Background: an optimization exercise with open tools, aiming at small area, a short achievable clock period and few clock cycles. Do not read the settings as production practice.
In this exercise RTL edits were held to simulation tests only and were not proved equivalent to the original.
Power is estimated from default activity; no workload was simulated.

==> design.v <==
`default_nettype none
module alu (
    input  wire        is_r_i,     
    input  wire        is_i_i,     
    input  wire [2:0]  f3_i,
    input  wire [6:0]  f7_i,
    input  wire [4:0]  rd_i,
    input  wire [31:0] a_i,        
    input  wire [31:0] b_i,        
    output logic [31:0] result_o,
    output logic       writes_o    
);
    wire [2:0] f3  = f3_i;
    wire f7z  = (f7_i == 7'b0000000);
    wire f7s  = (f7_i == 7'b0100000);
    logic r_ok, i_ok;
    always_comb begin
        case (f3)
            3'b000:  r_ok = f7z | f7s;
            3'b001, 3'b010, 3'b100, 3'b110, 3'b111: r_ok = f7z;
            default: r_ok = 1'b0;
        endcase
        i_ok = (f3 == 3'b000) | (f3 == 3'b110) | (f3 == 3'b111);
    end
    assign writes_o = ((is_r_i & r_ok) | (is_i_i & i_ok)) & (rd_i != 5'd0);
    wire        do_sub = ~is_i_i & (f7_i[5] | (f3 == 3'b010));
    wire [31:0] bx     = b_i ^ {32{do_sub}};
    wire [31:0] p = a_i ^ bx;
    wire [31:0] g = a_i & bx;
    logic [31:0] gg, pp;
    always_comb begin
        gg = g;
        pp = p;
        gg[0] = g[0] | (p[0] & do_sub);
        for (int l = 1; l < 32; l = l * 2) begin
            for (int i = 2 * l - 1; i < 32; i = i + 2 * l) begin
                gg[i] = gg[i] | (pp[i] & gg[i - l]);
                pp[i] = pp[i] & pp[i - l];
            end
        end
        for (int l = 8; l >= 1; l = l / 2) begin
            for (int i = 3 * l - 1; i < 32; i = i + 2 * l) begin
                gg[i] = gg[i] | (pp[i] & gg[i - l]);
                pp[i] = pp[i] & pp[i - l];
            end
        end
    end
    wire [31:0] carry = {gg[30:0], do_sub};
    wire        lt    = (a_i[31] ^ b_i[31]) ? a_i[31] : (p[31] ^ carry[31]);
    wire [31:0] lg  = f3[1] ? (f3[0] ? g : (p | g)) : p;
    wire [31:0] arw = lg ^ (carry & {32{f3 == 3'b000}});
    always_comb begin
        case (f3)
            3'b001:  result_o = a_i << b_i[4:0];
            3'b010:  result_o = {31'd0, lt};
            default: result_o = arw;
        endcase
    end
endmodule
`default_nettype wire
`default_nettype none
module reg_file (
    input  wire        clk_i,
    input  wire        reset,
    input  wire [4:0]  addr_i,     
    output logic [31:0] rdata_o,   
    input  wire        wr_en_i,    
    input  wire        inv_en_i,   
    input  wire [3:0]  idx_i,
    input  wire [4:0]  wr_tag_i,
    input  wire [31:0] wr_data_i
);
    logic [15:0] valid_q;
    logic [4:0]  tag_q  [16];
    logic [31:0] data_q [16];
    logic [15:0] match;
    logic [15:0] sel;
    always_comb begin
        rdata_o = '0;
        for (int i = 0; i < 16; i++) begin
            sel[i]   = (idx_i == i[3:0]);
            match[i] = valid_q[i] & (tag_q[i] == addr_i);
            rdata_o  = rdata_o | (data_q[i] & {32{match[i]}});
        end
    end
    always_ff @(posedge clk_i or posedge reset) begin
        if (reset) begin
            valid_q <= '0;
        end else begin
            for (int i = 0; i < 16; i++) begin
                if (wr_en_i && sel[i])                 valid_q[i] <= 1'b1;
                else if (inv_en_i && !sel[i] && match[i]) valid_q[i] <= 1'b0;
            end
        end
    end
    for (genvar i = 0; i < 16; i++) begin : g_entry
        for (genvar j = 0; j < 5; j++) begin : g_tag
            rf_bit u_bit (
                .clk_i  (clk_i),
                .hold_i (valid_q[i]),
                .we_i   (wr_en_i & sel[i]),
                .d_i    (wr_tag_i[j]),
                .q_o    (tag_q[i][j])
            );
        end
        for (genvar j = 0; j < 32; j++) begin : g_data
            rf_bit u_bit (
                .clk_i  (clk_i),
                .hold_i (valid_q[i]),
                .we_i   (wr_en_i & sel[i]),
                .d_i    (wr_data_i[j]),
                .q_o    (data_q[i][j])
            );
        end
    end
endmodule
`default_nettype wire
`default_nettype none
module rf_bit (
    input  wire  clk_i,
    input  wire  hold_i,
    input  wire  we_i,
    input  wire  d_i,
    output logic q_o
);
    always_ff @(posedge clk_i) begin
        q_o <= (q_o & hold_i) | (d_i & we_i);
    end
endmodule
`default_nettype wire
`default_nettype none
module cpu_lite_top (
    input  wire        clk_i,
    input  wire        reset,
    input  wire        host_valid_i,
    input  wire [7:0]  host_byte_i,
    input  wire [4:0]  reg_sel_i,
    input  wire [1:0]  byte_sel_i,
    output wire [7:0]  value_o,
    output wire        is_positive_o,
    output wire        done_o
);
    logic        loading_q;    
    logic        done_q;
    logic [1:0]  phase_q;      
    logic [4:0]  count_q;      
    logic        kept_q;       
    logic        wrote_q;      
    logic        is_r_q;       
    logic        is_i_q;       
    logic        rd0_q;        
    logic [7:0]  b1_q;         
    logic [3:0]  b2_q;         
    logic [31:0] a_q;          
    wire start_seen = host_valid_i & ~loading_q & ~done_q & (host_byte_i == 8'hFE);
    wire end_seen   = host_valid_i & loading_q & (phase_q == 2'd0) & (host_byte_i == 8'hFF);
    wire data_stb   = host_valid_i & loading_q & ~end_seen;
    wire last_byte  = data_stb & (phase_q == 2'd3);
    wire kept       = ~count_q[4];
    wire [4:0] rd = {b1_q[3:0], rd0_q};
    logic [31:0] rdata;
    logic [31:0] result;
    logic        writes;
    wire wr_en = last_byte & kept & writes;
    always_ff @(posedge clk_i or posedge reset) begin
        if (reset) begin
            loading_q <= 1'b0;
            done_q    <= 1'b0;
            phase_q   <= 2'd0;
            count_q   <= 5'd0;
            kept_q    <= 1'b0;
            wrote_q   <= 1'b0;
        end else begin
            if (start_seen) loading_q <= 1'b1;
            if (end_seen) begin
                loading_q <= 1'b0;
                done_q    <= 1'b1;
            end
            if (data_stb) phase_q <= phase_q + 2'd1;
            if (kept_q) count_q <= count_q + 5'd1;
            kept_q  <= last_byte & kept;
            wrote_q <= wr_en;
        end
    end
    wire ld0 = data_stb & (phase_q == 2'd0);
    wire ld1 = data_stb & (phase_q == 2'd1);
    wire ld2 = data_stb & (phase_q == 2'd2);
    wire [2:0] b0_d = {host_byte_i[7], host_byte_i[6:0] == 7'b0010011,
                       host_byte_i[6:0] == 7'b0110011};
    logic [2:0] b0_q;
    assign is_r_q = b0_q[0];
    assign is_i_q = b0_q[1];
    assign rd0_q  = b0_q[2];
    for (genvar j = 0; j < 3; j++) begin : g_b0
        rf_bit u_bit (.clk_i (clk_i), .hold_i (~ld0), .we_i (ld0), .d_i (b0_d[j]), .q_o (b0_q[j]));
    end
    for (genvar j = 0; j < 8; j++) begin : g_b1
        rf_bit u_bit (.clk_i (clk_i), .hold_i (~ld1), .we_i (ld1), .d_i (host_byte_i[j]),
                      .q_o (b1_q[j]));
    end
    for (genvar j = 0; j < 4; j++) begin : g_b2
        rf_bit u_bit (.clk_i (clk_i), .hold_i (~ld2), .we_i (ld2), .d_i (host_byte_i[4 + j]),
                      .q_o (b2_q[j]));
    end
    for (genvar j = 0; j < 32; j++) begin : g_a
        rf_bit u_bit (.clk_i (clk_i), .hold_i (~ld2), .we_i (ld2), .d_i (rdata[j]), .q_o (a_q[j]));
    end
    wire sel_host = ~loading_q;
    wire sel_rd   = loading_q & wrote_q;
    wire sel_rs1  = loading_q & (phase_q == 2'd2);
    wire sel_rs2  = loading_q & (phase_q == 2'd3) & ~is_i_q;
    wire [4:0] addr;
    assign addr[0] = (sel_host & reg_sel_i[0]) | (sel_rd & rd[0]) |
                     (sel_rs1 & b1_q[7]) | (sel_rs2 & b2_q[0]);
    assign addr[1] = (sel_host & reg_sel_i[1]) | (sel_rd & rd[1]) |
                     (sel_rs1 & host_byte_i[0]) | (sel_rs2 & b2_q[1]);
    assign addr[2] = (sel_host & reg_sel_i[2]) | (sel_rd & rd[2]) |
                     (sel_rs1 & host_byte_i[1]) | (sel_rs2 & b2_q[2]);
    assign addr[3] = (sel_host & reg_sel_i[3]) | (sel_rd & rd[3]) |
                     (sel_rs1 & host_byte_i[2]) | (sel_rs2 & b2_q[3]);
    assign addr[4] = (sel_host & reg_sel_i[4]) | (sel_rd & rd[4]) |
                     (sel_rs1 & host_byte_i[3]) | (sel_rs2 & host_byte_i[0]);
    wire [31:0] imm = {{20{host_byte_i[7]}}, host_byte_i, b2_q};
    wire [31:0] opb = rdata | (imm & {32{is_i_q}});
    alu u_alu (
        .is_r_i   (is_r_q),
        .is_i_i   (is_i_q),
        .f3_i     (b1_q[6:4]),
        .f7_i     (host_byte_i[7:1]),
        .rd_i     (rd),
        .a_i      (a_q),
        .b_i      (opb),
        .result_o (result),
        .writes_o (writes)
    );
    reg_file u_reg_file (
        .clk_i     (clk_i),
        .reset     (reset),
        .addr_i    (addr),
        .rdata_o   (rdata),
        .wr_en_i   (wr_en),
        .inv_en_i  (wrote_q),
        .idx_i     (count_q[3:0]),
        .wr_tag_i  (rd),
        .wr_data_i (result)
    );
    wire [3:0] bsel = 4'b0001 << byte_sel_i;
    byte_pick u_byte_pick (
        .word_i  (rdata),
        .sel_i   (bsel),
        .byte_o  (value_o)
    );
    assign is_positive_o = ~rdata[31];
    assign done_o        = done_q;
endmodule
`default_nettype wire
`default_nettype none
module byte_pick (
    input  wire [31:0] word_i,
    input  wire [3:0]  sel_i,
    output wire [7:0]  byte_o
);
    assign byte_o = (word_i[7:0] & {8{sel_i[0]}}) | (word_i[15:8] & {8{sel_i[1]}}) |
                    (word_i[23:16] & {8{sel_i[2]}}) | (word_i[31:24] & {8{sel_i[3]}});
endmodule
`default_nettype wire
==> flow/run.sh <==
#!/bin/bash
# Standard layout, with fast buffers on the ports.
set -euo pipefail
bash standard.sh "BUFFER_PORTS_ARGS=-buffer_cell sky130_fd_sc_hd__buf_4" finish > standard_make.log 2>&1
==> standard.sh <==
#!/bin/bash
# synth_recipe.tcl (not shown) runs the flow's synth.tcl, then flattens the netlist and writes it again
# the make line also repeats each setting of config.mk as NAME=value (left out here)
make -C /OpenROAD-flow-scripts/flow DESIGN_CONFIG=/design/flow/config.mk WORK_HOME=/design/flow/orfs CLKGATE_MAP_FILE= SYNTH_SCRIPT=/design/flow/synth_recipe.tcl "${@:-finish}"
==> config.mk <==
export PLATFORM = sky130hd
export DESIGN_NAME = cpu_lite_top
export DESIGN_NICKNAME = cpu_lite_top
export VERILOG_FILES = /design/flow/design.v
export SDC_FILE = /design/flow/constraint.sdc
export NUM_CORES = 8
export LEC_CHECK = 0
export CAP_MARGIN = 20
export CORE_MARGIN = 2
export CORE_UTILIZATION = 50
export CTS_BUF_LIST = sky130_fd_sc_hd__clkbuf_8
export CTS_CLUSTER_DIAMETER = 60
export CTS_CLUSTER_SIZE = 16
export PLACE_DENSITY = 0.6
export SETUP_SLACK_MARGIN = 5
export SLEW_MARGIN = 20
export SYNTH_HIERARCHICAL = 1
==> constraint.sdc <==
create_clock -name core_clock -period 14.0 [get_ports {clk_i}]
set_input_delay 2.8000 -clock core_clock [delete_from_list [all_inputs] [get_ports {clk_i}]]
set_output_delay 2.8000 -clock core_clock [all_outputs]
set_load 0.01 [all_outputs]
==> results of run 1 <==
==> per-module statistics from Yosys, one instance, submodules excluded <==
module        cell area [sq um]  flip-flops and latches  cells  copies in the design
cpu_lite_top              959.7                      11    112                     1
reg_file                   4796                      16    589                     1
alu                        5025                       0    736                     1
rf_bit                    28.78                       1      2                   639
byte_pick                 170.2                       0     28                     1
==> routing by layer <==
| layer | part of all wire | GRT usage | vias up |
|---|---|---|---|
| met1 | 0.42 | 0.4929 | 13010 |
| met2 | 0.45 | 0.5834 | 1397 |
| li1 | - | - | 10960 |
| met5 | 0 | 0 | - |
| met3 | 0.090 | 0.06895 | 299 |
| met4 | 0.041 | 0.1462 | 0 |
==> synth_stat cells (11+ instances only) <==
| master | instances | area share |
|---|---|---|
| a22oi_1 | 55 | 0.014 |
| a21oi_1 | 55 | 0.0094 |
| xor2_1 | 87 | 0.026 |
| nand2b_1 | 30 | 0.0064 |
| dfrtp_1 | 27 | 0.023 |
| ha_1 | 69 | 0.029 |
| a22o_1 | 747 | 0.22 |
| buf_2 | 40 | 0.0068 |
| mux4_2 | 21 | 0.016 |
| o211ai_1 | 18 | 0.0046 |
| o21ai_0 | 70 | 0.012 |
| o2111ai_1 | 18 | 0.0054 |
| buf_6 | 14 | 0.0054 |
| nand4_1 | 43 | 0.0092 |
| clkbuf_1 | 52 | 0.0067 |
| nand2_1 | 132 | 0.017 |
| o22ai_1 | 11 | 0.0023 |
| a21o_1 | 30 | 0.0077 |
| and3_1 | 16 | 0.0034 |
| mux2i_1 | 37 | 0.013 |
| buf_1 | 11 | 0.0014 |
| nor3_1 | 21 | 0.0036 |
| xnor2_1 | 45 | 0.013 |
| nand3_1 | 18 | 0.0031 |
| a221oi_1 | 106 | 0.032 |
| inv_1 | 84 | 0.011 |
| dfxtp_1 | 639 | 0.44 |
| nor2_1 | 83 | 0.011 |
==> sequential cells by signal, indices dropped and copies added (netlist names) <==
name and flops:
g_b1.u_bit.q_o 8, done_q 1, phase_q 2, u_reg_file.g_entry.g_data.u_bit.q_o 512
count_q 5, g_b0.u_bit.q_o 3, u_reg_file.valid_q 16, loading_q 1
wrote_q 1, g_b2.u_bit.q_o 4, g_a.u_bit.q_o 32, u_reg_file.g_entry.g_tag.u_bit.q_o 80
kept_q 1
==> area by class of cell <==
class                   instances  area (sq um)
well taps                     765         957.2
diodes                          3         7.507
inverters                      85         319.1
flip-flops and latches        666         13490
clock inverters                19         120.1
fillers                      5089         25830
repair buffers                143          1144
clock buffers                  53         729.5
multi-input cells            1864         15210
==> worst max path at each step <==
stage / from / endpoint / depth (start not counted)
global route: host_byte_i[1] / value_o[4] / 15
finish: host_byte_i[1] / value_o[4] / 15
CTS: host_byte_i[2] / value_o[0] / 15
detailed placement: host_byte_i[3] / u_reg_file.g_entry[9].g_data[25].u_bit.q_o / 23
floorplan: host_byte_i[3] / u_reg_file.g_entry[10].g_data[31].u_bit.q_o / 27
global placement: host_byte_i[3] / u_reg_file.g_entry[0].g_data[25].u_bit.q_o / 23
==> logic make-up after synthesis <==
kind of cell               after synthesis
AOI/OAI and AO/OA                     1188
DFF                                    666
and+or+nand+nor                        407
buffers and inverters                  214
xor gates and xnor gates               132
adders and majority gates               69
muxes                                   67
==> critical path: cells and delay by family <==
kind,cells,cell delay (ns)
compound gates,4,0.66
xor+xnor,1,0.20
buf+inv,5,1.05
simple gates,5,1.36
==> power by group <==
part           total (mW)  switching (mW)  internal [mW]
Sequential           1.90         0.00685           1.90
Combinational       0.213           0.157         0.0562
Clock                1.00           0.651          0.353
==> what timing repair did <==
action,CTS,global route
buffers inserted,18,20
hold endpoints to repair,0,0
pin swaps,10,15
endpoints found under the setup margin,196,196
hold buffers,0,0
gates resized for setup,27,18
cloned,1,0
==> metrics by stage <==
| stage | setup slack, ns | utilization | total power [mW] | instances | hold slack [ns] |
|---|---|---|---|---|---|
| CTS | 5.002 | 0.5487 | 3.119 | 3575 | 0.4874 |
| global placement | 3.886 | 0.5288 | 2.142 | 3482 | 0.4593 |
| floorplan | 5.271 | - | 2.066 | 2743 | 0.4476 |
| finish | 5.085 | 0.5532 | 3.120 | 3598 | 0.4914 |
| global route | 4.927 | 0.5531 | 3.216 | 3596 | 0.5058 |
| detailed placement | 3.743 | 0.5294 | 2.147 | 3484 | 0.4626 |
==> flow_summary.ini, run 1 <==
[routing]
wl_per_cell_um = 31.55
remaining_drc_errors = 0
drt_iter0_markers = 3122
vias = 25670
antenna_left = 0
wl_um = 113500
firstDrtPassIters = 6
post_drt_via_cell_ratio = 7.133

[logic_synthesis]
synth_simple_gate_area_frac = 0.07049
async_flop_share = 0.04054
yosysSeqAreaShare = 0.4590
synthAdderAreaFrac = 0.02943
avgSynthCellArea_sq_um = 10.70
ys_types = 88
synth.cell_area_sq_um = 29340
synthMuxAreaShare = 0.03233
synth-edff-count = 0
synth_cells = 2743
yosysWarnings = 12
synth_nets = 2830
synth-seq-cells = 666
synth_flop_cell = dfxtp_1
synth_compound_area_frac = 0.3332
synth_top_family_by_area = compound AO/OA/AOI/OAI gates
synth-xor-area-share = 0.03940

[clocking]
cts_max_path_buffers = 3
cts.reportedPaths.clkPinSlew_ns = 0.09
cts_made_buffers = 50
ctsHtreeMaxLevel = 2
cts_tree = yes
cts_root_buf = clkbuf_8
cts_num_sinks = 666
worstSkewPairLatency_ns = 0.73

[power_and_ir_drop]
power_leakage_nw = 12.55
ir_drop_uv = 69.97
power_density_nw_per_um2 = 97.56

[die]
die_width_um = 246.2
rows = 88
num_io_pins = 28
coreArea_sq_um = 57810
initial_core_util = 0.5076
die_h_um = 246.2
dieArea_sq_um = 60630

[global_route]
grt_max_degree = 70
gr-total-overflow = 0
gr-usage-all-layers = 0.3674
grt_pass1_vias = 24550
grt_pass1_wl_um = 166100
antenna_found_initial = 1

[worst_setup_path]
crit_fanout = 31
rr_worst_depth = 24
end_kind = output port
critPathKind = primary input to output port
cpMostUsedCell = buf_4
worst_r2r_endpoint = u_reg_file.g_entry[9].g_data[20].u_bit.q_o
timing.critical_path.cells = buf_4 -> a222oi_1 -> a21oi_2 -> buf_4 -> xor2_1 -> nor3_1 -> and3_2 -> buf_6 -> a22oi_1 -> and4_1 -> nand4_1 -> buf_12 -> a22oi_1 -> nand2_1 -> buf_4
r2r_start = g_b0[2].u_bit.q_o
arrival_ns = 6.11
crit_required_ns = 11.20
regToRegSetupSlack_ns = 6.35
crit_slowest_cell = nor3_1
critPathLaunchType = primary input
slowest_delay_ns = 0.54

[timing]
clock_skew_ns = 0.05497
tightest_slew_ns = 1.227
maxSlewViolCount = 0
fin_crit_sh = 0.6368
final.min_clock_period_ns = 8.915
final_hold_viol_count = 0
tns_ns = 0
rsz0062_at_grt = yes
finalSetupViolations = 0
max_slew_margin = 0.1818
clock.fmax_mhz = 112.2

[placement]
globalplace.congestion = 0.9959
dpl_cell_area_sq_um = 30600
io_buffer_count = 27
hpwl_um = 66250

[worst_hold_path]
holdPathEnd = u_reg_file.g_entry[8].g_data[28].u_bit.q_o
min_from = u_reg_file.g_entry[8].g_data[28].u_bit.q_o
min_path_cells = 1
hp-class = flip-flop to flip-flop

[flow_run]
maxCapViolCount = 0

[cells_and_area]
layout_commonest_cell = a22o_1
nets = 2897
final_cell_area_sq_um = 31980
drive_gt1_frac = 0.1258
syn2layout_area_growth_pct = 8.986
final_cell_mix = a22o_1 (747), dfxtp_1 (637), nand2_1 (131), buf_4 (129), a221oi_1 (101)

[status]
status = complete, no violations
Testbench counts, summed over its fixed seeds: cycles 11,399.
==> inputs of run 2 (changes only) <==
--- a/config.mk
+++ b/config.mk
@@ -13,5 +13,5 @@
 export CTS_CLUSTER_SIZE = 16
 export PLACE_DENSITY = 0.6
-export SETUP_SLACK_MARGIN = 5
+export SETUP_SLACK_MARGIN = 4.5
 export SLEW_MARGIN = 20
 export SYNTH_HIERARCHICAL = 1
==> run 2 against run 1 <==
Cell count is 1.1% lower. Non-clock buffer count shrank 36. Final area decreased by 1.5%. Global-route usage shrank 0.24 points. Highest routed layer unchanged. Sequential share of layout area up 0.63 points. Count of clock-buffer cells in the layout stayed put. Clock power hardly changed. Still clean. Setup slack worse by 0.47 ns.
==> flow_summary.ini, run 2 <==
[clocking]
cts_num_sinks = 666
cts_max_path_buffers = 3
postCtsHoldBufs = 0
cts_made_buffers = 50
cts_tree = yes
worstSkewPairLatency_ns = 0.73
cts_root_buf = clkbuf_8
cts.reportedPaths.clkPinSlew_ns = 0.09
ctsHtreeMaxLevel = 2

[worst_setup_path]
end_kind = output port
regToRegSetupSlack_ns = 6.04
crit_required_ns = 11.20
critPathLaunchType = primary input
crit_fanout = 31
arrival_ns = 6.59
critPathKind = primary input to output port

[die]
num_io_pins = 28
dieArea_sq_um = 60630
die_h_um = 246.2
rows = 88
initial_core_util = 0.5076
coreArea_sq_um = 57810
die_width_um = 246.2

[timing]
tightest_slew_ns = 1.244
finalSetupViolations = 0
worst_hold_slack_ns = 0.4928
fin_crit_sh = 0.6704
clock_skew_ns = 0.05998
final.min_clock_period_ns = 9.386
final_hold_viol_count = 0
rsz0062_at_grt = no
tns_ns = 0
max_slew_margin = 0.1705
clock.fmax_mhz = 106.5
maxSlewViolCount = 0

[cells_and_area]
final_cell_area_sq_um = 31510
nets = 2860
top_register = u_reg_file.g_entry.g_data.u_bit.q_o
layout_commonest_cell = a22o_1
fillers = 5121
drive_gt1_frac = 0.1078
syn2layout_area_growth_pct = 7.386
largest_reg_flops = 512
final_cell_mix = a22o_1 (747), dfxtp_1 (637), nand2_1 (131), buf_4 (107), a221oi_1 (106)
post-route-util = 0.5450
top_regs = u_reg_file.g_entry.g_data.u_bit.q_o (512), u_reg_file.g_entry.g_tag.u_bit.q_o (80), g_a.u_bit.q_o (32)

[placement]
dpl_cell_area_sq_um = 30600
hpwl_um = 66250
io_buffer_count = 27
globalplace.congestion = 0.9959

[global_route]
grt-busiest-layer = met2
antenna_found_initial = 1
gr-usage-all-layers = 0.3650
met2_usage = 0.5804
met3_usage = 0.06623
grt_pass1_vias = 24440
gr-total-overflow = 0
grt_pass1_wl_um = 165200
grtUsageMet1 = 0.4921
grt_max_degree = 70

[routing]
drt_iter0_markers = 3044
firstDrtPassIters = 8
antenna_left = 0
post_drt_via_cell_ratio = 7.153
vias = 25460
wl_per_cell_um = 31.69
wl_um = 112800
remaining_drc_errors = 0

[power_and_ir_drop]
power_density_nw_per_um2 = 98.92
ir_drop_uv = 69.63
power_leakage_nw = 12.32
power.total_mw = 3.117

[logic_synthesis]
synth_area_leaders = dfxtp_1 (44%), a22o_1 (22%), a221oi_1 (3.2%)
synth-seq-cells = 666
synth-edff-count = 0
ys_types = 88
synth_top_area_cell = dfxtp_1
async_flop_share = 0.04054
yosysWarnings = 12
synth.cell_area_sq_um = 29340
synth_cells = 2743
synth_common_cells = a22o_1 (747), dfxtp_1 (639), nand2_1 (132)
avgSynthCellArea_sq_um = 10.70
yosysSeqAreaShare = 0.4590
synth_flop_cell = dfxtp_1
yosysTopAreaCellShare = 0.4360
synth.most_common_cell = a22o_1
synth_nets = 2830

[flow_run]
maxCapViolCount = 0

[worst_hold_path]
hp-class = flip-flop to flip-flop

[status]
status = complete, no violations
## run 2: cells by family (layout without fill, tap and decap cells)
| logic type | count (synthesis) | count (layout) | synth area share |
|---|---|---|---|
| AO/OA/AOI/OAI | 1188 | 1188 | 0.3332 |
| flip-flops | 666 | 666 | 0.4590 |
| AND/OR/NAND/NOR | 407 | 407 | 0.07049 |
| buffers and inverters | 214 | 264 | 0.03608 |
| XOR/XNOR | 132 | 132 | 0.03940 |
| adder cells (fa/ha/maj) | 69 | 69 | 0.02943 |
| multiplexers | 67 | 67 | 0.03233 |
| other | 0 | 1 | 0 |
## run 2: Yosys stat by module, one instance, submodules excluded
module / cells inside / cell area (sq um) / flops+latches / copies in the design
byte_pick: 28 / 170.2 / 0 / 1
rf_bit: 2 / 28.78 / 1 / 639
alu: 736 / 5025 / 0 / 1
reg_file: 589 / 4796 / 16 / 1
cpu_lite_top: 112 / 959.7 / 11 / 1
## run 2: layout make-up
type	count	area, sq um	share of cell area
Clock buffer	53	729.5	0.02315
Timing Repair Buffer	107	803.3	0.02550
Inverter	85	319.1	0.01013
Clock inverter	19	120.1	0.003812
Antenna cell	1	2.502	0.00007942
Multi-Input combinational cell	1863	15080	0.4788
Tap cell	765	957.2	0.03038
Sequential cell	666	13490	0.4282
## run 2: critical path: stages
cell and delay (ns):
buf_4 0.14, a222oi_1 0.38, a21oi_2 0.10, buf_4 0.25, xor2_1 0.19, nor3_1 0.51
and3_2 0.28, buf_4 0.50, a22oi_1 0.20, nand4_1 0.15, or3_1 0.42, a22oi_1 0.24
nand2_1 0.21, buf_4 0.15
## run 2: power breakdown
group | internal [mW] | leakage (nW) | total [mW] | switching [mW]
logic | 0.0547 | 6.36 | 0.210 | 0.155
clock network | 0.353 | 0.469 | 1.00 | 0.651
registers | 1.90 | 5.49 | 1.90 | 0.00680
total | 2.30 | 12.3 | 3.12 | 0.813
## run 2: what timing repair did
item | in CTS | in global routing
buffers inserted | 0 | 2
hold endpoints to repair | 0 | 0
resized for setup | 4 | 4
setup endpoints to repair | 32 | 49
## run 2: path summary, 6_finish.rpt
check / endpoint / start / cells past startpoint
max in group asynchronous: u_reg_file.valid_q[14] / reset / 2
worst min-delay path: u_reg_file.g_entry[4].g_data[28].u_bit.q_o / u_reg_file.g_entry[4].g_data[28].u_bit.q_o / 1
worst max register to register: u_reg_file.g_entry[9].g_data[20].u_bit.q_o / g_b0[2].u_bit.q_o / 24
worst max-delay path: value_o[1] / host_byte_i[0] / 14
worst min register to register: u_reg_file.g_entry[4].g_data[28].u_bit.q_o / u_reg_file.g_entry[4].g_data[28].u_bit.q_o / 1
min in group asynchronous: loading_q / reset / 2
## run 2: per-layer routing
metal,wire (um),up-vias
met2,50730,1418
met3,10270,287
met4,4412,0
met5,0,-
met1,47360,12890
li1,-,10870
## run 2: through the flow
stage / setup slack [ns] / std cells
2_1_floorplan: 5.271 / 2743
3_3_place_gp: 3.886 / 3482
3_5_place_dp: 3.743 / 3484
4_1_cts: 4.675 / 3556
5_1_grt: 4.520 / 3559
6_report: 4.614 / 3559
==> inputs of run 3 (changes only) <==
--- a/config.mk
+++ b/config.mk
@@ -8,10 +8,10 @@
 export CAP_MARGIN = 20
 export CORE_MARGIN = 2
-export CORE_UTILIZATION = 50
+export CORE_UTILIZATION = 65
 export CTS_BUF_LIST = sky130_fd_sc_hd__clkbuf_8
 export CTS_CLUSTER_DIAMETER = 60
 export CTS_CLUSTER_SIZE = 16
-export PLACE_DENSITY = 0.6
-export SETUP_SLACK_MARGIN = 4.5
+export PLACE_DENSITY = 0.75
+export SETUP_SLACK_MARGIN = 5
 export SLEW_MARGIN = 20
 export SYNTH_HIERARCHICAL = 1
==> run 3 against run 2 <==
Cell count fell by 3.8%. Fmax up 4.6%. Critical path depth increased by 1. Count of clock-buffer cells in the layout did not move. Sequential share of layout area fell by 0.28 points. Synthesized cell count unchanged. Routed wire length decreased by 4.5%. Area after synthesis is the same. Sequential cell count stayed put. First-iteration DRC count is 18% higher. Setup slack better by 0.41 ns. Highest routed layer unchanged.
==> flow_summary.ini, run 3 <==
[status]
status = complete, no violations

[die]
coreArea_sq_um = 44410
rows = 77
dieArea_sq_um = 46850
die_h_um = 216.5
num_io_pins = 28
initial_core_util = 0.6606
die_width_um = 216.5

[worst_setup_path]
cp-endpoint = value_o[2]
rr_worst_depth = 23
end_kind = output port
crit_slowest_cell = nor4_1
timing.critical_path.cells = buf_4 -> a222oi_1 -> a21oi_2 -> buf_4 -> xor2_1 -> nor4_1 -> and3_1 -> buf_6 -> a22o_1 -> a221oi_1 -> nand4_1 -> buf_4 -> a22oi_1 -> nand2_1 -> buf_4
slowest_delay_ns = 0.46
cp_num_buf_inv = 5
worstSetupPathDepth = 15
crit_family = simple AND/OR/NAND/NOR gates
crit_required_ns = 11.20
critPathLaunchType = primary input
worst_r2r_endpoint = u_reg_file.g_entry[5].g_data[0].u_bit.q_o
arrival_ns = 6.17
critPathKind = primary input to output port
cpMostUsedCell = buf_4
startpoint = host_byte_i[3]
r2r_start = g_b0[2].u_bit.q_o
regToRegSetupSlack_ns = 6.33
crit_fanout = 32

[logic_synthesis]
synth_flop_cell = dfxtp_1
synth.cell_area_sq_um = 29340
synth_area_leaders = dfxtp_1 (44%), a22o_1 (22%), a221oi_1 (3.2%)
yosysWarnings = 12
synth-edff-count = 0
synth_cells = 2743
synth-seq-cells = 666
synth_common_cells = a22o_1 (747), dfxtp_1 (639), nand2_1 (132)
synth.most_common_cell = a22o_1
yosysTopAreaCellShare = 0.4360
async_flop_share = 0.04054
synth_nets = 2830
avgSynthCellArea_sq_um = 10.70
synth_top_area_cell = dfxtp_1
ys_types = 88
yosysSeqAreaShare = 0.4590

[cells_and_area]
layout_commonest_cell = a22o_1
top_regs = u_reg_file.g_entry.g_data.u_bit.q_o (512), u_reg_file.g_entry.g_tag.u_bit.q_o (80), g_a.u_bit.q_o (32)
largest_reg_flops = 512
fillers = 3390
final_cell_mix = a22o_1 (747), dfxtp_1 (637), buf_4 (135), nand2_1 (132), a221oi_1 (105)
syn2layout_area_growth_pct = 8.098
drive_gt1_frac = 0.1229
post-route-util = 0.7141
top_register = u_reg_file.g_entry.g_data.u_bit.q_o
nets = 2898
insertedDiodeCount = 0

[timing]
maxSlewViolCount = 0
final_hold_viol_count = 0
clock_skew_ns = 0.05175
clock.fmax_mhz = 111.4
max_slew_margin = 0.1742
final.min_clock_period_ns = 8.973
rsz0062_at_grt = no
tns_ns = 0
fin_crit_sh = 0.6409
tightest_slew_ns = 1.239
finalSetupViolations = 0

[global_route]
gr-total-overflow = 0
grt_max_degree = 45
grt_pass1_vias = 25640
grt_pass1_wl_um = 160500
gr-usage-all-layers = 0.4514
antenna_found_initial = 2

[worst_hold_path]
hp-class = flip-flop to flip-flop
min_from = u_reg_file.g_entry[5].g_data[13].u_bit.q_o

[placement]
globalplace.congestion = 0.9984
io_buffer_count = 27
hpwl_um = 62770

[routing]
post_drt_via_cell_ratio = 7.699
wl_per_cell_um = 31.47
wl_um = 107700
antenna_left = 0
remaining_drc_errors = 0
route.layer.met1.wl_um = 40110
firstDrtPassIters = 6
vias = 26350
wl_met2_um = 47120
topRoutingLayerUsed = met4
route.met3.wl_um = 14490
drt_iter0_markers = 3588

[flow_run]
maxCapViolCount = 0

[clocking]
cts_num_sinks = 666
ctsHtreeMaxLevel = 2
cts.reportedPaths.clkPinSlew_ns = 0.09
cts_tree = yes
cts_root_buf = clkbuf_8
cts_max_path_buffers = 3
cts_made_buffers = 52
worstSkewPairLatency_ns = 0.73

[power_and_ir_drop]
power.total_mw = 3.179
ir_drop_uv = 105.6
power_density_nw_per_um2 = 100.2
power_leakage_nw = 12.56
[run 3: cell types whose count changed in the layout (fill, tap and decap cells not counted), sizes merged]
cell,change
and3,+1
buf,+35
bufinv,+2
diode,-1
[run 3: logic make-up (layout without fill, tap and decap cells)]
logic type	after synthesis	after routing	share of synthesized area
simple gates	407	408	0.07049
xor+xnor	132	132	0.03940
fa+ha+maj	69	69	0.02943
flops	666	666	0.4590
compound gates	1188	1188	0.3332
buf+inv	214	301	0.03608
mux	67	67	0.03233
[run 3: what timing repair did]
item | in CTS | in global routing
pin swaps | 8 | 17
hold buffers | 0 | 0
buffers inserted | 14 | 23
setup endpoints to repair | 134 | 223
cloned | 0 | 1
resized for setup | 14 | 15
[run 3: routing by layer]
| layer | global-route usage | up-vias |
|---|---|---|
| met5 | 0 | - |
| met3 | 0.1154 | 451 |
| met4 | 0.2523 | 0 |
| met1 | 0.5839 | 12850 |
| li1 | - | 10970 |
| met2 | 0.6907 | 2076 |
[run 3: cell type report]
class / count / area (sq um) / share of cell area
multi-input combinational: 1864 / 15120 / 0.4768
inverter: 85 / 319.1 / 0.01006
clock buffer: 53 / 729.5 / 0.02300
timing repair buffer: 142 / 1101 / 0.03472
sequential: 666 / 13490 / 0.4254
tap: 592 / 740.7 / 0.02335
clock inverter: 21 / 212.7 / 0.006707
[run 3: worst min path at each step]
stage	end	slack, ns	cells after the start
finish	u_reg_file.g_entry[5].g_data[13].u_bit.q_o	0.49	1
CTS	u_reg_file.g_entry[8].g_data[28].u_bit.q_o	0.49	1
global placement	u_reg_file.g_entry[7].g_data[18].u_bit.q_o	0.46	1
floorplan	g_b0[0].u_bit.q_o	0.45	1
detailed placement	u_reg_file.g_entry[8].g_data[28].u_bit.q_o	0.47	1
global route	u_reg_file.g_entry[15].g_data[7].u_bit.q_o	0.51	1
[run 3: where the power goes]
| group | internal (mW) | switching [mW] |
|---|---|---|
| clock | 0.398 | 0.668 |
| combinational | 0.0539 | 0.155 |
| sequential | 1.90 | 0.00786 |
| total | 2.35 | 0.831 |
[run 3: worst register-to-register path: stages, from the launching register on]
cell and delay [ns]:
dfxtp_1 1.06, a222oi_1 0.34, a21oi_2 0.21, buf_4 0.36
xor2_1 0.21, nor3_1 0.09, and3_2 0.20, buf_4 0.30
a22oi_1 0.35, nand2_1 0.08, or4_4 0.59, nand2b_1 0.20
xnor2_1 0.21, inv_1 0.07, ha_1 0.38, a21oi_1 0.11
o21ai_0 0.76, a21oi_1 0.20, nor4b_4 0.20, a21o_1 0.21
nand2_1 0.11, a2111oi_0 0.07, or4_1 0.91, a22o_1 0.36
[run 3: per-module statistics from Yosys (local to each module, per instance)]
module,flip-flops and latches,area [sq um]
rf_bit,1,28.78
reg_file,16,4796
byte_pick,0,170.2
cpu_lite_top,11,959.7
alu,0,5025
[run 3: metrics by stage]
step                      setup WS, ns  instance area [sq um]  hold WS [ns]  std cells
after floorplan                  5.271                  29340        0.4476       2743
after global placement           4.184                  30340        0.4638       3311
after detailed placement         4.065                  30350        0.4664       3311
after CTS                        4.896                  31460        0.4901       3399
after global routing             4.975                  31720        0.5062       3423
final                            5.027                  31720        0.4913       3423
==> inputs of run 4 (changes only) <==
==> flow/run.sh (replaced) <==
#!/bin/bash
# Standard layout, with fast buffers on the ports and timing repair aiming further.
set -euo pipefail
bash standard.sh "BUFFER_PORTS_ARGS=-buffer_cell sky130_fd_sc_hd__buf_4" SETUP_SLACK_MARGIN=6 finish > standard_make.log 2>&1
--- a/config.mk
+++ b/config.mk
@@ -8,9 +8,9 @@
 export CAP_MARGIN = 20
 export CORE_MARGIN = 2
-export CORE_UTILIZATION = 65
+export CORE_UTILIZATION = 50
 export CTS_BUF_LIST = sky130_fd_sc_hd__clkbuf_8
 export CTS_CLUSTER_DIAMETER = 60
 export CTS_CLUSTER_SIZE = 16
-export PLACE_DENSITY = 0.75
+export PLACE_DENSITY = 0.6
 export SETUP_SLACK_MARGIN = 5
 export SLEW_MARGIN = 20
==> run 4 against run 3 <==
Still clean. Cell count is 8.9% higher. Setup slack improved by 0.25 ns. Sequential share of layout area decreased by 4.2 points. Worst hold slack worse by 0.00076 ns. Register-to-register slack better by 0.47 ns. Via count increased by 1.8%. Largest cell class unchanged. Largest power group unchanged.
==> flow_summary.ini, run 4 <==
[timing]
rsz0062_at_grt = yes
clock.fmax_mhz = 114.7
max_slew_margin = 0.1444
clock_skew_ns = 0.05732
finalSetupViolations = 0
final_hold_viol_count = 0
tns_ns = 0
final.min_clock_period_ns = 8.722
fin_crit_sh = 0.6230
tightest_slew_ns = 1.283
maxSlewViolCount = 0

[die]
dieArea_sq_um = 60630
coreArea_sq_um = 57810
die_width_um = 246.2
die_h_um = 246.2
num_io_pins = 28
initial_core_util = 0.5076
rows = 88

[routing]
antenna_left = 0
drt_iter0_markers = 3379
firstDrtPassIters = 6
wl_per_cell_um = 33.74
remaining_drc_errors = 0
wl_um = 125800
vias = 26830
post_drt_via_cell_ratio = 7.199

[worst_setup_path]
critPathLaunchType = primary input
crit_fanout = 8
arrival_ns = 5.92
crit_required_ns = 11.20
end_kind = output port
critPathKind = primary input to output port

[clocking]
worstSkewPairLatency_ns = 0.72
cts_root_buf = clkbuf_8
cts_tree = yes
cts.reportedPaths.clkPinSlew_ns = 0.10
ctsHtreeMaxLevel = 2
cts_made_buffers = 51
cts_num_sinks = 666
cts_max_path_buffers = 3

[cells_and_area]
top_register = u_reg_file.g_entry.g_data.u_bit.q_o
nets = 3026
layout_commonest_cell = a22o_1
largest_reg_flops = 512
final_cell_area_sq_um = 35180
final_cell_mix = a22o_1 (747), dfxtp_1 (637), buf_4 (179), nand2_1 (127), inv_1 (89)
top_regs = u_reg_file.g_entry.g_data.u_bit.q_o (512), u_reg_file.g_entry.g_tag.u_bit.q_o (80), g_a.u_bit.q_o (32)
drive_gt1_frac = 0.2176
syn2layout_area_growth_pct = 19.89

[logic_synthesis]
ys_types = 88
synth_flop_cell = dfxtp_1
synth.most_common_cell = a22o_1
async_flop_share = 0.04054
synth_nets = 2830
yosysTopAreaCellShare = 0.4360
synth_common_cells = a22o_1 (747), dfxtp_1 (639), nand2_1 (132)
synth-seq-cells = 666
synth-edff-count = 0
yosysWarnings = 12
yosysSeqAreaShare = 0.4590
synth_top_area_cell = dfxtp_1
synth.cell_area_sq_um = 29340
synth_area_leaders = dfxtp_1 (44%), a22o_1 (22%), a221oi_1 (3.2%)
synth_cells = 2743
avgSynthCellArea_sq_um = 10.70

[worst_hold_path]
hp-class = flip-flop to flip-flop

[global_route]
antenna_found_initial = 3
gr-usage-all-layers = 0.3855
gr-total-overflow = 0
grt_max_degree = 52
grt_pass1_wl_um = 172800
grt_pass1_vias = 24990

[flow_run]
maxCapViolCount = 0

[power_and_ir_drop]
power_density_nw_per_um2 = 91.98
ir_drop_uv = 83.10
power_leakage_nw = 13.74

[placement]
globalplace.congestion = 0.9755
io_buffer_count = 27
hpwl_um = 67250
dpl_cell_area_sq_um = 30630

[status]
status = complete, no violations
[run 4: cell counts after synthesis]
Identical to the previous run, type by type.
[run 4: worst max-delay path: stages]
cell and delay [ns]:
buf_8 0.10, a222oi_1 0.39, a21oi_2 0.19, buf_12 0.21, xor2_4 0.20, nor3_4 0.11
and3_4 0.27, buf_4 0.17, a22o_1 0.22, a221oi_2 0.29, nand4_1 0.30, a22oi_2 0.26
nand2_1 0.17, buf_4 0.18
[run 4: cell type report]
class / instances / area [sq um]
inverter: 85 / 319.1
clock inverter: 18 / 148.9
clock buffer: 56 / 770.7
fill: 4841 / 22630
tap: 765 / 957.2
antenna: 2 / 5.005
multi-input combinational: 1872 / 16690
timing repair buffer: 263 / 2798
sequential: 666 / 13490
[run 4: worst paths after layout]
check / end / slack, ns / cells after the start / start
worst max-delay path: value_o[7] / 5.28 / 14 / host_byte_i[0]
worst min-delay path: u_reg_file.g_entry[12].g_data[1].u_bit.q_o / 0.49 / 1 / u_reg_file.g_entry[12].g_data[1].u_bit.q_o
worst max register to register: u_reg_file.g_entry[4].g_data[0].u_bit.q_o / 6.80 / 32 / g_b0[2].u_bit.q_o
worst min register to register: u_reg_file.g_entry[12].g_data[1].u_bit.q_o / 0.49 / 1 / u_reg_file.g_entry[12].g_data[1].u_bit.q_o
max in group asynchronous: u_reg_file.valid_q[2] / 11.06 / 2 / reset
min in group asynchronous: loading_q / 2.10 / 2 / reset
[run 4: metrics by stage]
stage                     utilization  cells  power (mW)  hold WS, ns  worst slack [ns]
after global routing           0.6085   3727       3.320       0.5034             5.295
final                          0.6085   3727       3.235       0.4905             5.278
after detailed placement       0.5299   3482       2.150       0.4653             3.776
after CTS                      0.5745   3657       3.186       0.4887             5.457
after floorplan                     -   2743       2.069       0.4476             6.012
after global placement         0.5299   3482       2.146       0.4622             3.901
[run 4: modules after synthesis, one instance, submodules excluded]
module | flip-flops and latches | area [sq um]
alu | 0 | 5025
reg_file | 16 | 4796
rf_bit | 1 | 28.78
cpu_lite_top | 11 | 959.7
byte_pick | 0 | 170.2
[run 4: what timing repair did]
item,4_1_cts,5_1_grt
setup endpoints to repair,402,419
gates resized for setup,146,209
setup buffers,95,48
hold buffers,0,0
cloned,6,20
pin swaps,58,103
[run 4: kinds of logic after synthesis]
logic type                 synth area share
DFF                                  0.4590
xor gates and xnor gates            0.03940
and+or+nand+nor                     0.07049
muxes                               0.03233
adders and majority gates           0.02943
buffers and inverters               0.03608
AOI/OAI and AO/OA                    0.3332
[run 4: report_power, final]
group          leakage, nW  switching [mW]  internal (mW)  total [mW]
clock                0.501           0.672          0.391        1.06
sequential            5.49         0.00834           1.90        1.90
combinational         7.74           0.184         0.0843       0.269
[run 4: layer usage]
metal,track usage,wire length (um)
met1,0.5154,50290
met2,0.6129,55860
met3,0.06939,13320
met4,0.1613,6243
met5,0,35
==> inputs of run 5 (changes only) <==
--- a/config.mk
+++ b/config.mk
@@ -16,2 +16,3 @@
 export SLEW_MARGIN = 20
 export SYNTH_HIERARCHICAL = 1
+export TNS_END_PERCENT = 5
==> run 5 against run 4 <==
Non-clock buffer count decreased by 54. Fmax increased by 0.71%. Global-route usage increased by 0.18 points. Via count decreased by 1.4%. Routed wire length decreased by 2.3%. Critical path depth increased by 1. Area after synthesis unchanged. Largest power group unchanged. Highest routed layer is now met4.
==> flow_summary.ini, run 5 <==
[logic_synthesis]
avgSynthCellArea_sq_um = 10.70
synth.cell_area_sq_um = 29340
synth_cells = 2743
synth-seq-cells = 666
synth_area_leaders = dfxtp_1 (44%), a22o_1 (22%), a221oi_1 (3.2%)
async_flop_share = 0.04054
synth.most_common_cell = a22o_1
yosysWarnings = 12
synth_top_area_cell = dfxtp_1
ys_types = 88
synth_nets = 2830
yosysTopAreaCellShare = 0.4360
synth_flop_cell = dfxtp_1
synth-edff-count = 0
yosysSeqAreaShare = 0.4590
synth_common_cells = a22o_1 (747), dfxtp_1 (639), nand2_1 (132)

[cells_and_area]
drive_gt1_frac = 0.1735
final_cell_mix = a22o_1 (747), dfxtp_1 (637), buf_4 (165), nand2_1 (131), inv_1 (88)
syn2layout_area_growth_pct = 15.03
layout_commonest_cell = a22o_1
nets = 2972
top_regs = u_reg_file.g_entry.g_data.u_bit.q_o (512), u_reg_file.g_entry.g_tag.u_bit.q_o (80), g_a.u_bit.q_o (32)
final-instance-count-excl-fill = 3676
largest_reg_flops = 512
top_register = u_reg_file.g_entry.g_data.u_bit.q_o

[routing]
post_drt_via_cell_ratio = 7.199
remaining_drc_errors = 0
firstDrtPassIters = 6
antenna_left = 0
drt_iter0_markers = 3359
wl_per_cell_um = 33.43
wl_um = 122900
vias = 26460

[power_and_ir_drop]
ir_drop_uv = 76.85
power_leakage_nw = 13.24
power_density_nw_per_um2 = 96.65

[timing]
clock_skew_ns = 0.08321
final_hold_viol_count = 0
tns_ns = 0
max_slew_margin = 0.1595
maxSlewViolCount = 0
final.min_clock_period_ns = 8.661
fin_crit_sh = 0.6186
clock.fmax_mhz = 115.5
tightest_slew_ns = 1.261
finalSetupViolations = 0
rsz0062_at_grt = yes

[clocking]
ctsHtreeMaxLevel = 2
postCtsHoldBufs = 0
cts_num_sinks = 666
cts_made_buffers = 55
cts_tree = yes
cts_max_path_buffers = 3
cts_root_buf = clkbuf_8
cts.reportedPaths.clkPinSlew_ns = 0.08
worstSkewPairLatency_ns = 0.78

[die]
coreArea_sq_um = 57810
rows = 88
die_h_um = 246.2
dieArea_sq_um = 60630
die_width_um = 246.2
num_io_pins = 28
initial_core_util = 0.5076

[flow_run]
maxCapViolCount = 0

[worst_setup_path]
end_kind = output port
crit_fanout = 10
critPathKind = primary input to output port
critPathLaunchType = primary input
arrival_ns = 5.86
crit_required_ns = 11.20

[global_route]
grt_pass1_wl_um = 173500
gr-total-overflow = 0
antenna_found_initial = 1
gr-usage-all-layers = 0.3874
grt_pass1_vias = 24950
grt_max_degree = 66

[placement]
globalplace.congestion = 0.9630
io_buffer_count = 27
hpwl_um = 65620
dp.cells = 3491

[worst_hold_path]
hp-class = flip-flop to flip-flop

[status]
status = complete, no violations
run 5: modules after synthesis, one instance, submodules excluded:
module	area, sq um	flops+latches
rf_bit	28.78	1
reg_file	4796	16
alu	5025	0
byte_pick	170.2	0
cpu_lite_top	959.7	11
run 5: final cells by class:
| cell class | count | area [sq um] |
|---|---|---|
| Multi-Input combinational cell | 1868 | 15810 |
| Inverter | 85 | 319.1 |
| Sequential cell | 666 | 13490 |
| Antenna cell | 1 | 2.502 |
| Clock inverter | 24 | 236.5 |
| Timing Repair Buffer | 209 | 2133 |
| Fill cell | 4977 | 24060 |
| Tap cell | 765 | 957.2 |
| Clock buffer | 58 | 798.3 |
run 5: cell families after synthesis:
group	Yosys count	synth area share
adder cells (fa/ha/maj)	69	0.02943
AO/OA/AOI/OAI	1188	0.3332
multiplexers	67	0.03233
XOR/XNOR	132	0.03940
AND/OR/NAND/NOR	407	0.07049
flip-flops	666	0.4590
buffers and inverters	214	0.03608
run 5: path summary, 6_finish.rpt:
check / start / depth (start not counted) / slack [ns] / endpoint
max: host_byte_i[2] / 15 / 5.34 / value_o[4]
min: u_reg_file.g_entry[10].g_data[1].u_bit.q_o / 1 / 0.49 / u_reg_file.g_entry[10].g_data[1].u_bit.q_o
max reg2reg: wrote_q / 27 / 6.65 / u_reg_file.g_entry[3].g_data[0].u_bit.q_o
min reg2reg: u_reg_file.g_entry[10].g_data[1].u_bit.q_o / 1 / 0.49 / u_reg_file.g_entry[10].g_data[1].u_bit.q_o
max in group asynchronous: reset / 2 / 11.20 / u_reg_file.valid_q[5]
min in group asynchronous: reset / 2 / 2.10 / count_q[0]
run 5: worst max-delay path: stages:
cell	delay, ns
buf_12	0.10
a222oi_1	0.38
a21oi_2	0.20
clkbuf_16	0.24
xor2_4	0.20
nor3_4	0.46
and3_4	0.34
buf_12	0.18
a22o_1	0.17
a221oi_2	0.05
nand4_1	0.16
buf_12	0.15
a22oi_1	0.07
nand2_1	0.19
buf_4	0.15
run 5: power by group:
part	switching, mW	total, mW	internal [mW]	leakage (nW)
sequential	0.00670	1.90	1.90	5.49
clock	0.712	1.13	0.419	0.549
combinational	0.164	0.228	0.0641	7.20
total	0.883	3.26	2.38	13.2
run 5: layer usage:
layer	up-vias	part of all wire	routed length [um]	GRT usage
li1	11120	-	-	-
met1	13400	0.40	49730	0.5150
met2	1581	0.44	53850	0.6034
met3	364	0.10	12560	0.07418
met4	0	0.055	6739	0.1888
met5	-	0	0	0
run 5: repair_timing:
action | CTS | global route
endpoints found under the hold margin | 0 | 0
pin swaps | 46 | 27
gates resized for setup | 126 | 70
setup endpoints to repair | 425 | 418
setup buffers | 69 | 17
cloned | 7 | 9
run 5: stage by stage:
stage	utilization	worst slack (ns)	hold WS, ns	area, sq um	power [mW]
4_1_cts	0.5712	5.430	0.4894	33020	3.245
6_report	0.5839	5.339	0.4898	33750	3.262
3_3_place_gp	0.5298	3.825	0.4611	30620	2.142
3_5_place_dp	0.5299	3.746	0.4643	30630	2.146
2_1_floorplan	-	5.763	0.4476	29350	2.067
5_1_grt	0.5839	5.234	0.5065	33750	3.353
==> inputs of run 6 (changes only) <==
==> run.sh (new file) <==
#!/bin/bash
# synth_recipe.tcl (not shown) runs the flow's synth.tcl, then flattens the netlist and writes it again
# the make line also repeats each setting of config.mk as NAME=value (left out here)
make -C /OpenROAD-flow-scripts/flow DESIGN_CONFIG=/design/flow/config.mk WORK_HOME=/design/flow/orfs CLKGATE_MAP_FILE= SYNTH_SCRIPT=/design/flow/synth_recipe.tcl finish
--- a/config.mk
+++ b/config.mk
@@ -16,3 +16,2 @@
 export SLEW_MARGIN = 20
 export SYNTH_HIERARCHICAL = 1
-export TNS_END_PERCENT = 5
removed: flow/run.sh
removed: standard.sh
==> run 6 against run 5 <==
Still clean. Fmax shrank 2.9%. Clock skew shrank 0.020 ns. Global-route usage grew 0.093 points. Setup slack lost 0.26 ns. Cell count shrank 0.19%. Sequential share of layout area grew 0.14 points.
==> flow_summary.ini, run 6 <==
[power_and_ir_drop]
power_density_nw_per_um2 = 98.06
power_frac_seq = 0.577
ir_drop_uv = 79.45
p_int_mw = 2.412
switching_power_mw = 0.8866
combPwrFrac = 0.069
power_leakage_nw = 13.27
power_frac_clock = 0.354
switching_share = 0.2688

[placement]
io_buffer_count = 27
dpl_cell_area_sq_um = 30680
hpwl_um = 66920
dp.cells = 3485
pre_cts_slack_ns = 3.202
globalplace.congestion = 0.9825

[timing]
fin_crit_sh = 0.6373
finalSetupViolations = 0
final.min_clock_period_ns = 8.922
maxSlewViolCount = 0
rsz0062_at_grt = no
tightest_slew_ns = 1.250
clock_skew_ns = 0.06303
tns_ns = 0
final_hold_viol_count = 0
fin_ws_ns = 5.078
max_slew_margin = 0.1667
clock.fmax_mhz = 112.1

[clocking]
worstSkewPairLatency_ns = 0.74
cts_made_buffers = 55
cts_num_sinks = 666
cts_max_path_buffers = 3
cts_tree = yes
cts_root_buf = clkbuf_8
ctsHtreeMaxLevel = 2
cts.reportedPaths.clkPinSlew_ns = 0.10

[worst_setup_path]
crit_fanout = 32
rr_worst_depth = 24
worst_r2r_endpoint = u_reg_file.g_entry[5].g_data[18].u_bit.q_o
cp_num_buf_inv = 5
critPathLaunchType = primary input
slowest_delay_ns = 0.36
critPathKind = primary input to output port
cpMostUsedCell = dlygate4sd2_1
end_kind = output port
r2r_start = g_b0[2].u_bit.q_o
crit_required_ns = 11.20
crit_slowest_cell = a222oi_1
timing.critical_path.cells = dlygate4sd2_1 -> a222oi_1 -> a21oi_2 -> buf_8 -> xor2_1 -> nor4_2 -> and3_2 -> buf_12 -> a22o_1 -> a221oi_1 -> nand4_1 -> buf_4 -> a22oi_2 -> nand2_1 -> dlygate4sd2_1
regToRegSetupSlack_ns = 6.36
startpoint = host_byte_i[3]
crit_family = compound AO/OA/AOI/OAI gates
arrival_ns = 6.12

[routing]
vias = 26370
drt_iter0_markers = 3130
post_drt_via_cell_ratio = 7.188
wl_um = 121200
remaining_drc_errors = 0
wl_per_cell_um = 33.05
firstDrtPassIters = 6
antenna_left = 0

[cells_and_area]
nets = 2963
layout_commonest_cell = a22o_1
drive_gt1_frac = 0.1620
largest_reg_flops = 512
final_cell_mix = a22o_1 (747), dfxtp_1 (637), buf_4 (134), nand2_1 (130), inv_1 (89)
final_cell_area_sq_um = 33630
post-route-util = 0.5819
syn2layout_area_growth_pct = 14.64
final-instance-count-excl-fill = 3669
top_regs = u_reg_file.g_entry.g_data.u_bit.q_o (512), u_reg_file.g_entry.g_tag.u_bit.q_o (80), g_a.u_bit.q_o (32)
top_register = u_reg_file.g_entry.g_data.u_bit.q_o
fillers = 4959

[worst_hold_path]
min_path_cells = 1
holdPathEnd = u_reg_file.g_entry[12].g_data[1].u_bit.q_o
hp-class = flip-flop to flip-flop
min_from = u_reg_file.g_entry[12].g_data[1].u_bit.q_o

[die]
rows = 88
die_h_um = 246.2
die_width_um = 246.2
num_io_pins = 28
initial_core_util = 0.5076
coreArea_sq_um = 57810
dieArea_sq_um = 60630

[logic_synthesis]
synth_common_cells = a22o_1 (747), dfxtp_1 (639), nand2_1 (132)
synth_nets = 2830
async_flop_share = 0.04054
synth_top_area_cell = dfxtp_1
avgSynthCellArea_sq_um = 10.70
yosysWarnings = 12
synth-seq-cells = 666
synth.cell_area_sq_um = 29340
synth-edff-count = 0
yosysTopAreaCellShare = 0.4360
synth_area_leaders = dfxtp_1 (44%), a22o_1 (22%), a221oi_1 (3.2%)
synth_flop_cell = dfxtp_1
synth.most_common_cell = a22o_1
ys_types = 88
yosysSeqAreaShare = 0.4590
synth_cells = 2743

[global_route]
grt-busiest-layer = met2
met2_usage = 0.6121
grt_pass1_vias = 25270
gr-total-overflow = 0
grtUsageMet1 = 0.4993
antenna_found_initial = 3
gr-usage-all-layers = 0.3883
grt_max_degree = 69
met3_usage = 0.09052
grt_pass1_wl_um = 173700

[flow_run]
maxCapViolCount = 0

[status]
status = complete, no violations
[run 6: cells by family after synthesis]
kind of cell / Yosys count / share of synthesized area
compound gates: 1188 / 0.3332
xor+xnor: 132 / 0.03940
fa+ha+maj: 69 / 0.02943
buf+inv: 214 / 0.03608
flops: 666 / 0.4590
mux: 67 / 0.03233
simple gates: 407 / 0.07049
[run 6: routing by layer]
layer / up-vias / part of all wire / wire [um]
met1: 13240 / 0.39 / 47510
met5: - / 0 / 0
met4: 0 / 0.053 / 6371
met2: 1628 / 0.45 / 54230
li1: 11120 / - / -
met3: 394 / 0.11 / 13130
[run 6: cell type report]
cell class              instances  area, sq um  area share
diodes                          3        7.507   0.0002232
clock buffers                  61        839.6     0.02496
clock inverters                21        237.7    0.007068
inverters                      85        319.1    0.009486
multi-input cells            1868        15740      0.4679
flip-flops and latches        666        13490      0.4011
well taps                     765        957.2     0.02846
repair buffers                200         2046     0.06082
[run 6: what timing repair did]
| item | 4_1_cts | 5_1_grt |
|---|---|---|
| hold buffers | 0 | 0 |
| gates resized for setup | 108 | 68 |
| setup endpoints to repair | 361 | 154 |
| cloned | 6 | 3 |
| setup buffers | 79 | 11 |
| pin swaps | 43 | 34 |
[run 6: stage by stage]
step	total power [mW]	hold slack, ns
after floorplan	2.066	0.4476
after global placement	2.145	0.4623
after detailed placement	2.149	0.4639
after CTS	3.281	0.4878
after global routing	3.381	0.5045
final	3.298	0.4929
[run 6: Yosys stat by module, one instance, submodules excluded]
module / cell area, sq um / cells / flip-flops and latches / times used
reg_file: 4796 / 589 / 16 / 1
rf_bit: 28.78 / 2 / 1 / 639
cpu_lite_top: 959.7 / 112 / 11 / 1
alu: 5025 / 736 / 0 / 1
byte_pick: 170.2 / 28 / 0 / 1
[run 6: how the worst max path moves through the flow]
stage,cells after the start,end
global placement,24,u_reg_file.g_entry[4].g_data[25].u_bit.q_o
CTS,16,value_o[5]
finish,15,value_o[6]
floorplan,27,u_reg_file.g_entry[10].g_data[31].u_bit.q_o
detailed placement,24,u_reg_file.g_entry[5].g_data[15].u_bit.q_o
global route,24,u_reg_file.g_entry[5].g_data[18].u_bit.q_o
[run 6: power by group through the flow]
| stage | logic (mW) | registers [mW] | clock network (mW) |
|---|---|---|---|
| 3_5_place_dp | 0.203 | 1.95 | 0 |
| 6_report | 0.229 | 1.90 | 1.17 |
| 2_1_floorplan | 0.123 | 1.94 | 0 |
| 3_3_place_gp | 0.199 | 1.95 | 0 |
| 4_1_cts | 0.211 | 1.90 | 1.17 |
| 5_1_grt | 0.241 | 1.90 | 1.24 |

## static timing again, ports no longer ideal
How much do the figures lean on ideal ports? The routed layouts below were timed once more, with nothing changed but the port constraints. Step 1 sets driving cells, clkbuf_16 on the clock port and buf_2 on the other inputs (assumed; they add their load-dependent delay and slew). Step 2 adds t to the input delays and takes it off the output delays; t is the mean of the earliest and latest rising clock arrival at the registers after step 1. Input paths then give back, and output paths get back, about the clock's delay inside the block. a / b / c = ideal ports / drivers / drivers and shift; a / b = the first two.
run | t (ns) | slack for setup (ns) | hold WS [ns] | worst setup path at the end
run 1 | 0.760 | 5.085 / 5.064 / 4.578 | 0.491 / 0.491 / 0.491 | input to register
run 2 | 0.754 | 4.614 / 4.588 / 4.173 | 0.493 / 0.493 / 0.493 | input to register
run 3 | 0.760 | 5.027 / 5.005 / 4.547 | 0.491 / 0.491 / 0.491 | input to register
run 4 | 0.746 | 5.278 / 5.237 / 5.092 | 0.491 / 0.491 / 0.491 | input to register
run 5 | 0.799 | 5.339 / 5.293 / 4.778 | 0.490 / 0.490 / 0.490 | input to register
run 6 | 0.768 | 5.078 / 5.062 / 4.427 | 0.493 / 0.493 / 0.493 | input to register
After both steps every run listed still meets setup and hold. The setup slack of run 6, which loses most, moves by -0.016 ns with the drivers and by -0.651 ns with both steps.
